This is an optimization exercise on Yosys and OpenROAD, whose aim is small area, a short achievable clock period and few clock cycles, not a production implementation. In this exercise RTL edits were held to simulation tests only and were not proved equivalent to the original. No activity file was given, so power comes from the tool's default toggle rates.

// deadline_ordered_timer_callout_queue
module deadline_ordered_timer_callout_queue (
    input  logic                          i_clk,
    input  logic                          i_rst_n,
    input  logic                          i_valid,
    output logic                          o_ready,
    input  logic [1:0]                    i_mode,
    input  logic [dotcq_pkg::ID_W-1:0]    i_entry_id,
    input  logic [dotcq_pkg::TIME_W-1:0]  i_when_time,
    input  logic [dotcq_pkg::PER_W-1:0]   i_repeat_period,
    output logic                          o_valid,
    input  logic                          i_ready,
    output logic [dotcq_pkg::ID_W-1:0]    o_fired_entry,
    output logic [dotcq_pkg::TIME_W-1:0]  o_fired_deadline,
    output logic [dotcq_pkg::TIME_W-1:0]  o_current_time,
    output logic                          o_last_of_tick,
    input  logic                          i_cfg_valid,
    output logic                          o_cfg_ready,
    input  logic [dotcq_pkg::STEP_W-1:0]  i_cfg_time_step
);
Size: about 1900 flip-flops, ~210 I/O pins, roughly 99000 um^2 of cells after synthesis.
clock: 11.0 ns
lec_check: 0
cap_margin: 20
core_margin: 2
core_utilization: 50
cts_cluster_diameter: 80
cts_cluster_size: 20
place_density: 0.6
slew_margin: 20
standard.sh (not shown) runs the stock make flow with config.mk's settings and CLKGATE_MAP_FILE= SYNTH_SCRIPT=/design/flow/synth_recipe.tcl, a recipe that flattens the netlist after the stock synthesis.
==> flow/flow/run.sh <==
#!/bin/bash
set -euo pipefail
export SETUP_SLACK_MARGIN=6
bash standard.sh > layout.log 2>&1
Testbench counts at the start, summed over its fixed seeds: cycles 17,625.
Edit:
--- a/flow/design.v
+++ b/flow/design.v
@@ -143,18 +143,19 @@
     localparam logic [1:0] MODE_AFTER  = dotcq_pkg::MODE_AFTER;
     localparam logic [1:0] MODE_CANCEL = dotcq_pkg::MODE_CANCEL;
     logic [STEP_W-1:0]   r_step;
     logic [TIME_W-1:0]   r_ta;
     logic [TIME_W-1:0]   r_ftime;
     logic [ENTRIES-1:0]  r_armed;
     logic [ENTRIES-1:0]  r_pend;
     logic [ENTRIES-1:0]  r_periodic;
     logic                r_firing;
+    logic                r_bank;
     logic                r_bef [ENTRIES][ENTRIES];
     logic                r_x_v;
     logic [1:0]          r_x_mode;
     logic [IDX_W-1:0]    r_x_id;
     logic [TIME_W-1:0]   r_x_x;
     logic [PER_W-1:0]    r_x_per;
     logic                r_ra_v;
     logic [PER_W-1:0]    r_ra_per;
     logic                r_j0_v;
@@ -171,18 +172,24 @@
     logic [ENTRIES-1:0]  eq;
     logic [ENTRIES-1:0]  wr_dl;
     logic [ENTRIES-1:0]  wr_per;
     logic                acc;
     logic                x_take;
     logic [TIME_W-1:0]   ta_step;
     logic [TIME_W-1:0]   ta_when;
     logic                fire_go;
     logic                bank_rq;
+    logic                bank_nx;
+    logic                x_v_nx;
+    logic [1:0]          x_mode_nx;
+    logic                firing_nx;
+    logic                ra_v_nx;
+    logic                j1_v_nx;
     logic                do_arm;
     logic                do_tick;
     logic                do_cancel;
     logic                consume;
     logic                serve;
     logic [ENTRIES-1:0]  rq_oh;
     logic [ENTRIES-1:0]  j0_oh;
     logic [ENTRIES-1:0]  j1_oh;
     logic [TIME_W-1:0]   x;
@@ -220,20 +227,19 @@
             r_x_id   <= i_entry_id;
             r_x_per  <= i_repeat_period;
             case (i_mode)
                 MODE_TICK: r_x_x <= ta_step;
                 MODE_AT:   r_x_x <= i_when_time;
                 default:   r_x_x <= ta_when;
             endcase
         end
     end
-    assign bank_rq = r_x_v && !r_firing && r_x_mode != MODE_CANCEL &&
-                     !(r_j1_v && r_ra_v) && !(r_ra_v && r_x_mode == MODE_TICK);
+    assign bank_rq = r_bank;
     assign do_arm    = bank_rq && r_x_mode != MODE_TICK;
     assign do_tick   = bank_rq && r_x_mode == MODE_TICK;
     assign do_cancel = r_x_v && !r_firing && r_x_mode == MODE_CANCEL;
     assign consume   = bank_rq || do_cancel;
     assign x_take    = consume;
     assign serve     = r_j0_v && !bank_rq;
     always_comb begin
         for (int i = 0; i < ENTRIES; i++) begin
             rq_oh[i] = (r_x_id == IDX_W'(i));
@@ -332,25 +338,33 @@
         .i_b(TIME_W'(r_ra_per)),
         .o_s(ra_x)
     );
     assign new_job   = r_ra_v && !((do_arm || do_cancel) && r_x_id == o_fired_entry);
     assign rm0       = serve || ((do_arm || do_cancel) && r_x_id == r_j0_id);
     assign rm1       = (do_arm || do_cancel) && r_x_id == r_j1_id;
     assign keep0     = r_j0_v && !rm0;
     assign keep1     = r_j1_v && !rm1;
     assign newer_add = do_arm ? rq_oh : '0;
+    assign x_v_nx    = o_ready ? i_valid : r_x_v;
+    assign x_mode_nx = o_ready ? i_mode : r_x_mode;
+    assign firing_nx = |pend_nx;
+    assign ra_v_nx   = fire_go && |(sel & r_periodic);
+    assign j1_v_nx   = (keep0 && keep1) || ((keep0 || keep1) && new_job);
+    assign bank_nx   = x_v_nx && !firing_nx && x_mode_nx != MODE_CANCEL &&
+                       !(j1_v_nx && ra_v_nx) && !(ra_v_nx && x_mode_nx == MODE_TICK);
     always_ff @(posedge i_clk) begin
         if (!i_rst_n) begin
             r_step   <= STEP_W'(1);
             r_ta     <= '0;
             r_armed  <= '0;
             r_pend   <= '0;
             r_firing <= 1'b0;
+            r_bank   <= 1'b0;
             r_x_v    <= 1'b0;
             r_ra_v   <= 1'b0;
             r_j0_v   <= 1'b0;
             r_j1_v   <= 1'b0;
             o_valid  <= 1'b0;
         end else begin
             if (i_cfg_valid) begin
                 r_step <= i_cfg_time_step;
             end
@@ -358,33 +372,33 @@
                 r_x_v <= i_valid;
             end
             if (acc && i_mode == MODE_TICK) begin
                 r_ta <= ta_step;
             end
             if (o_valid && i_ready) begin
                 o_valid <= 1'b0;
             end
             r_pend   <= pend_nx;
-            r_firing <= |pend_nx;
+            r_firing <= firing_nx;
+            r_bank   <= bank_nx;
             if (do_arm) begin
                 r_armed <= r_armed | rq_oh;
             end
             if (do_cancel) begin
                 r_armed <= r_armed & ~rq_oh;
             end
-            r_ra_v <= 1'b0;
+            r_ra_v <= ra_v_nx;
             if (fire_go) begin
                 o_valid <= 1'b1;
                 r_armed <= r_armed & ~(sel & ~r_periodic);
-                r_ra_v  <= |(sel & r_periodic);
             end
             r_j0_v <= keep0 || keep1 || new_job;
-            r_j1_v <= (keep0 && keep1) || ((keep0 || keep1) && new_job);
+            r_j1_v <= j1_v_nx;
         end
     end
     always_ff @(posedge i_clk) begin
         if (do_tick) begin
             r_ftime <= r_x_x;
         end
         if (do_arm) begin
             for (int i = 0; i < ENTRIES; i++) begin
                 if (rq_oh[i]) begin
After rerunning:
- worst hold slack hardly moves
- first-iteration DRC count rose by 9.5%
- flip-flop and latch count rose by 1
- via count went up by 7.3%
- combinational power increases by 34%
- clock power goes up by about 2%
- wire length grows by 4.2%
- synthesized cell count is higher by 11%
- global-route usage came out higher by 0.45 points
- area after synthesis rises by 5.1%
- cell area came out higher by 0.80%
Testbench counts after the change, summed over its fixed seeds: cycles 17,625.

afterwards: timing with drivers on the ports:
In the flow no input, the clock included, has a driving cell. The finished layouts below were timed again as built, in two steps. Step 1 sets driving cells, clkbuf_16 on the clock port and buf_2 on the other inputs (assumed; they add their load-dependent delay and slew). Step 2, shift: input delay + t, output delay - t, t = (earliest + latest rising clock arrival at the registers) / 2. This alone moves slack from input paths to output paths. a / b / c = ideal / step 1 / step 2; a / b = the first two.
run | shift t [ns] | setup slack, ns | worst hold slack (ns) | worst setup path after step 2 | worst register clock-pin slew, ns
the first run | 0.953 | 5.807 / 5.807 / 5.253 | 0.420 / 0.420 / 0.420 | input to register | 0.10 / 0.10
the second run | 0.934 | 5.872 / 5.872 / 5.197 | 0.417 / 0.417 / 0.417 | input to register | 0.10 / 0.10
After both steps every run listed still meets setup and hold. For the second run, which loses most, drivers alone change the setup slack by 0.000 ns; drivers and shift together by -0.675 ns.
